Source: an optimization exercise on an open RTL-to-GDS flow (aim: small area and a short achievable clock period). Production flows keep margins and buffers that such runs may drop.
The RTL was checked by simulation tests, not by an equivalence proof against the original design.
Power and IR drop assume default switching activity.

// alu_top
module alu_top (
  input  wire        clk,
  input  wire        rst,
  input  wire        en,
  input  wire [70:0] req,
  output wire [15:0] res,
  output wire [3:0]  flags,
  output wire        done
);
Size: roughly 2200 cells after synthesis, ~95 I/O pins, ~0.010 sq mm of cells after synthesis.
clock: 11.5 ns
lec_check: 0
abc_area: 1
cap_margin: 20
core_margin: 2
core_utilization: 60
place_density: 0.75
setup_slack_margin: 5
slew_margin: 20
standard.sh (not shown) runs the stock make flow with config.mk's settings and CLKGATE_MAP_FILE= SYNTH_SCRIPT=/design/flow/synth_recipe.tcl, a recipe that flattens the netlist after the stock synthesis.
==> flow/flow/run.sh <==
#!/bin/bash
# The standard layout with two changes: synthesis without full-adder
# extraction (ABC then sees and times the adder and multiplier logic whole),
# and the port buffers made from buf_1 rather than the delay cell
# buffer_ports picks by default; timing repair aims at 5.25 ns of setup slack.
set -euo pipefail
bash standard.sh ADDER_MAP_FILE= "BUFFER_PORTS_ARGS=-buffer_cell sky130_fd_sc_hd__buf_1" SETUP_SLACK_MARGIN=5.25 finish > standard.log 2>&1
The baseline ran to the end with no violations.
Change:
==> flow/flow/run.sh (replaced) <==
#!/bin/bash
# The standard layout with two changes: synthesis without full-adder
# extraction (ABC then sees and times the adder and multiplier logic whole),
# and the port buffers made from buf_2 rather than the delay cell
# buffer_ports picks by default.
set -euo pipefail
bash standard.sh ADDER_MAP_FILE= "BUFFER_PORTS_ARGS=-buffer_cell sky130_fd_sc_hd__buf_2" finish > standard.log 2>&1
--- a/flow/config.mk
+++ b/flow/config.mk
@@ -9,6 +9,5 @@
 export CAP_MARGIN = 20
 export CORE_MARGIN = 2
-export CORE_UTILIZATION = 60
-export PLACE_DENSITY = 0.75
-export SETUP_SLACK_MARGIN = 5
+export CORE_UTILIZATION = 40
+export SETUP_SLACK_MARGIN = 4.5
 export SLEW_MARGIN = 20
Effect: The changed run completed with no timing, DRC or antenna violations. Clock power decreases by about 1%. Total power went up by 1.8%. Maximum frequency shrinks by 9.7%. Worst hold slack degrades by 0.034 ns. Routed wire length rose by 2.2%.
Change:
--- a/flow/config.mk
+++ b/flow/config.mk
@@ -10,4 +10,4 @@
 export CORE_MARGIN = 2
 export CORE_UTILIZATION = 40
-export SETUP_SLACK_MARGIN = 4.5
+export SETUP_SLACK_MARGIN = 5
 export SLEW_MARGIN = 20
What happened:
- worst setup slack gains 0.33 ns
- global-route usage is about the same
- register-to-register slack hardly moves
- critical path depth increases by 3
Change:
--- a/flow/config.mk
+++ b/flow/config.mk
@@ -9,5 +9,6 @@
 export CAP_MARGIN = 20
 export CORE_MARGIN = 2
-export CORE_UTILIZATION = 40
+export CORE_UTILIZATION = 60
+export PLACE_DENSITY = 0.75
 export SETUP_SLACK_MARGIN = 5
 export SLEW_MARGIN = 20
Sequential cell count stays the same.
Setup slack gains 0.052 ns.
Via count climbs by about 3.7%.
Die area came out lower by 33%.
Global-route usage rises by 13 points.
Cell area is lower by about 0.5%.
Change:
==> flow/flow/run.sh (replaced) <==
#!/bin/bash
# The standard layout with two changes: synthesis without full-adder
# extraction (ABC then sees and times the adder and multiplier logic whole),
# and the port buffers made from buf_1 rather than the delay cell
# buffer_ports picks by default; after global routing, cells on the 80% least critical paths are downsized (RECOVER_POWER).
set -euo pipefail
bash standard.sh ADDER_MAP_FILE= "BUFFER_PORTS_ARGS=-buffer_cell sky130_fd_sc_hd__buf_1" RECOVER_POWER=80 finish > standard.log 2>&1
=> Now the flow finished but fails on capacitance limit, slew limit; clock-buffer cell count does not change; total power goes down slightly; wire length goes down by a few percent; sequential share of layout area goes up by 0.10 points; die area stays the same; synthesized area is unchanged; core utilization goes down by 1.8 points.

---

alu_top again, from the RTL that the note above started with.
// alu_top
module alu_top (
  input  wire        clk,
  input  wire        rst,
  input  wire        en,
  input  wire [70:0] req,
  output wire [15:0] res,
  output wire [3:0]  flags,
  output wire        done
);
export LEC_CHECK = 0
export ABC_AREA = 1
export CAP_MARGIN = 20
export CORE_MARGIN = 2
export CORE_UTILIZATION = 40
export SETUP_SLACK_MARGIN = 4
export SLEW_MARGIN = 20
create_clock -name core_clock -period 11.5 [get_ports {clk}]
==> flow/flow/run.sh <==
#!/bin/bash
# The standard layout, with synthesis left to ABC alone: no full-adder
# extraction, so ABC sees (and times) the adder and multiplier logic whole.
set -euo pipefail
bash standard.sh ADDER_MAP_FILE= finish > standard.log 2>&1
The starting point completed with no timing, DRC or antenna violations.
Next try:
==> flow/flow/run.sh (replaced) <==
#!/bin/bash
# The standard layout with two changes: synthesis without full-adder
# extraction (ABC then sees and times the adder and multiplier logic whole),
# and the port buffers made from buf_1 rather than the delay cell
# buffer_ports picks by default.
set -euo pipefail
bash standard.sh ADDER_MAP_FILE= "BUFFER_PORTS_ARGS=-buffer_cell sky130_fd_sc_hd__buf_1" finish > standard.log 2>&1
--- a/flow/config.mk
+++ b/flow/config.mk
@@ -9,5 +9,6 @@
 export CAP_MARGIN = 20
 export CORE_MARGIN = 2
-export CORE_UTILIZATION = 40
-export SETUP_SLACK_MARGIN = 4
+export CORE_UTILIZATION = 55
+export PLACE_DENSITY = 0.8
+export SETUP_SLACK_MARGIN = 5
 export SLEW_MARGIN = 20
Critical path depth goes down by 2; non-clock buffer count climbs by 19; global-route usage came out higher by 7.0 points; fmax climbs by 14%; routed wire length goes down by 6.6%; total power decreases by 1.5%; sequential share of layout area grows by 0.16 points.
Next try:
==> flow/flow/run.sh (replaced) <==
#!/bin/bash
# The standard layout with two changes: synthesis without full-adder
# extraction (ABC then sees and times the adder and multiplier logic whole),
# and the port buffers made from buf_2 rather than the delay cell
# buffer_ports picks by default; timing repair aims at 5.4 ns of setup slack.
set -euo pipefail
bash standard.sh ADDER_MAP_FILE= "BUFFER_PORTS_ARGS=-buffer_cell sky130_fd_sc_hd__buf_2" SETUP_SLACK_MARGIN=5.4 finish > standard.log 2>&1
--- a/flow/config.mk
+++ b/flow/config.mk
@@ -9,6 +9,5 @@
 export CAP_MARGIN = 20
 export CORE_MARGIN = 2
-export CORE_UTILIZATION = 55
-export PLACE_DENSITY = 0.8
+export CORE_UTILIZATION = 40
 export SETUP_SLACK_MARGIN = 5
 export SLEW_MARGIN = 20
Result: The new run completed without violations. Routed wire length grows by about 9%. Sequential share of layout area is lower by 0.32 points. Cell count rose by 6.0%. Count of clock-buffer cells in the layout does not change. Register-to-register slack gets better by 0.07 ns. Clock skew stays the same. Hold slack got worse by 0.0097 ns. Fmax grows by about 5%.
Next try:
==> flow/flow/run.sh (replaced) <==
#!/bin/bash
# The standard layout, with synthesis left to ABC alone: no full-adder
# extraction, so ABC sees (and times) the adder and multiplier logic whole.
set -euo pipefail
bash standard.sh ADDER_MAP_FILE= finish > standard.log 2>&1
--- a/flow/config.mk
+++ b/flow/config.mk
@@ -10,4 +10,3 @@
 export CORE_MARGIN = 2
 export CORE_UTILIZATION = 40
-export SETUP_SLACK_MARGIN = 5
 export SLEW_MARGIN = 20
After rerunning:
- The changed run ran to the end with no violations
- clock power climbs slightly
- power drops by a few percent
- sequential power stays flat
- design area drops by a few percent
- worst setup slack gets worse by 1.4 ns
- register-to-register slack is about the same
- routed wire length drops by a few percent
- non-clock buffer count drops by 66
- synthesized area does not change
- worst hold slack hardly moves
- clock skew does not change

---

Starting RTL as in the previous note.
export LEC_CHECK = 0
export ABC_AREA = 1
export CAP_MARGIN = 20
export CORE_MARGIN = 2
export CORE_UTILIZATION = 60
export PLACE_DENSITY = 0.75
export SETUP_SLACK_MARGIN = 5
export SLEW_MARGIN = 20
create_clock -name core_clock -period 11.5 [get_ports {clk}]
==> flow/flow/run.sh <==
#!/bin/bash
# The standard layout with two changes: synthesis without full-adder
# extraction (ABC then sees and times the adder and multiplier logic whole),
# and the port buffers made from buf_1 rather than the delay cell
# buffer_ports picks by default.
set -euo pipefail
bash standard.sh ADDER_MAP_FILE= "BUFFER_PORTS_ARGS=-buffer_cell sky130_fd_sc_hd__buf_1" finish > standard.log 2>&1
Next try:
==> flow/flow/run.sh (replaced) <==
#!/bin/bash
# The standard layout, with synthesis left to ABC alone: no full-adder
# extraction, so ABC sees (and times) the adder and multiplier logic whole.
set -euo pipefail
bash standard.sh ADDER_MAP_FILE= finish > standard.log 2>&1
CORE_UTILIZATION = 40   (was 60)
PLACE_DENSITY = unset   (was 0.75)
After rerunning: The changed run ran to the end with no violations; non-clock buffer count goes up by 38; routed wire length goes up by 10%; global-route usage goes down by 10 points; cell count goes up by 6.1%.
Next try:
==> flow/flow/run.sh (replaced) <==
#!/bin/bash
# The standard layout with two changes: synthesis without full-adder
# extraction (ABC then sees and times the adder and multiplier logic whole),
# and the port buffers made from buf_1 rather than the delay cell
# buffer_ports picks by default; after global routing, cells on the 30% least critical paths are downsized (RECOVER_POWER).
set -euo pipefail
bash standard.sh ADDER_MAP_FILE= "BUFFER_PORTS_ARGS=-buffer_cell sky130_fd_sc_hd__buf_1" RECOVER_POWER=30 finish > standard.log 2>&1
CORE_UTILIZATION = 60   (was 40)
PLACE_DENSITY = 0.75   (was unset)
What happened:
- The new run completed without violations
- final area came out lower by roughly a tenth
- sequential share of layout area came out higher by 0.42 points
- total power came out lower by a few percent
- hold slack gains 34 ps
- worst setup slack gains 200 ps
- core utilization came out higher by 16 points
- cell count came out lower by a few percent
- fmax came out higher by a few percent
- sequential power is about the same
- area after synthesis is unchanged
- routed wire length came out lower by roughly a tenth
Next try:
==> flow/flow/run.sh (replaced) <==
#!/bin/bash
# The standard layout with two changes: synthesis without full-adder
# extraction (ABC then sees and times the adder and multiplier logic whole),
# and the port buffers made from buf_1 rather than the delay cell
# buffer_ports picks by default.
set -euo pipefail
bash standard.sh ADDER_MAP_FILE= "BUFFER_PORTS_ARGS=-buffer_cell sky130_fd_sc_hd__buf_1" finish > standard.log 2>&1
CORE_UTILIZATION = 70   (was 60)
PLACE_DENSITY = 0.9   (was 0.75)
The changed run went through all stages and came out clean. Total power went up by 4.5%. Maximum frequency went down by 2.4%. Setup slack is worse by 150 ps. Register-to-register slack is worse by 130 ps. Synthesized cell count stays the same. Wire length went down by 0.53%. Die area went down by 14%. Hold slack is worse by 40 ps. Core utilization went up by 12 points. Clock power went down by about 2%. Sequential power is about the same.

## separate check: timing with driven ports
The flow's constraints put no driver on any port. The routed layouts listed below were extracted and timed again, unchanged, in two steps. Step 1 assumes that a clkbuf_16 drives the clock port and a buf_2 every other input. Step 2, shift: input delay + t, output delay - t, t = (earliest + latest rising clock arrival at the registers) / 2. This alone moves slack from input paths to output paths. a / b / c = ideal ports / drivers / drivers and shift; a / b = the first two.
| run | shift t [ns] | setup slack, ns | latest minus earliest clock arrival (ns) | cell pins on the clock port's net |
|---|---|---|---|---|
| the first run of note 1 | 0.281 | 5.533 / 5.537 / 5.256 | 0.002 / 0.002 | 1 |
| the second run of note 1 | 0.278 | 4.893 / 4.906 / 4.628 | 0.004 / 0.004 | 1 |
| the third run of note 1 | 0.278 | 5.228 / 5.241 / 4.963 | 0.004 / 0.004 | 1 |
| the fourth run of note 1 | 0.281 | 5.281 / 5.291 / 5.010 | 0.003 / 0.004 | 1 |
| the fifth run of note 1 | 0.282 | 2.985 / 2.981 / 2.699 | 0.004 / 0.004 | 1 |
| the first run of note 2 | 0.282 | 4.496 / 4.496 / 4.214 | 0.003 / 0.003 | 1 |
| the second run of note 2 | 0.281 | 5.354 / 5.334 / 5.053 | 0.006 / 0.006 | 1 |
| the third run of note 2 | 0.279 | 5.664 / 5.591 / 5.313 | 0.003 / 0.003 | 1 |
| the fourth run of note 2 | 0.282 | 4.216 / 4.222 / 3.940 | 0.002 / 0.002 | 1 |
| the first run of note 3 | 0.282 | 5.394 / 5.375 / 5.093 | 0.004 / 0.004 | 1 |
| the second run of note 3 | 0.283 | 5.195 / 5.202 / 4.919 | 0.002 / 0.002 | 1 |
| the third run of note 3 | 0.282 | 5.392 / 5.373 / 5.090 | 0.004 / 0.005 | 1 |
| the fourth run of note 3 | 0.280 | 5.245 / 5.252 / 4.973 | 0.003 / 0.003 | 1 |
The setup slack of the third run of note 2, which loses most, moves by -0.073 ns with the drivers and by -0.351 ns with both steps.
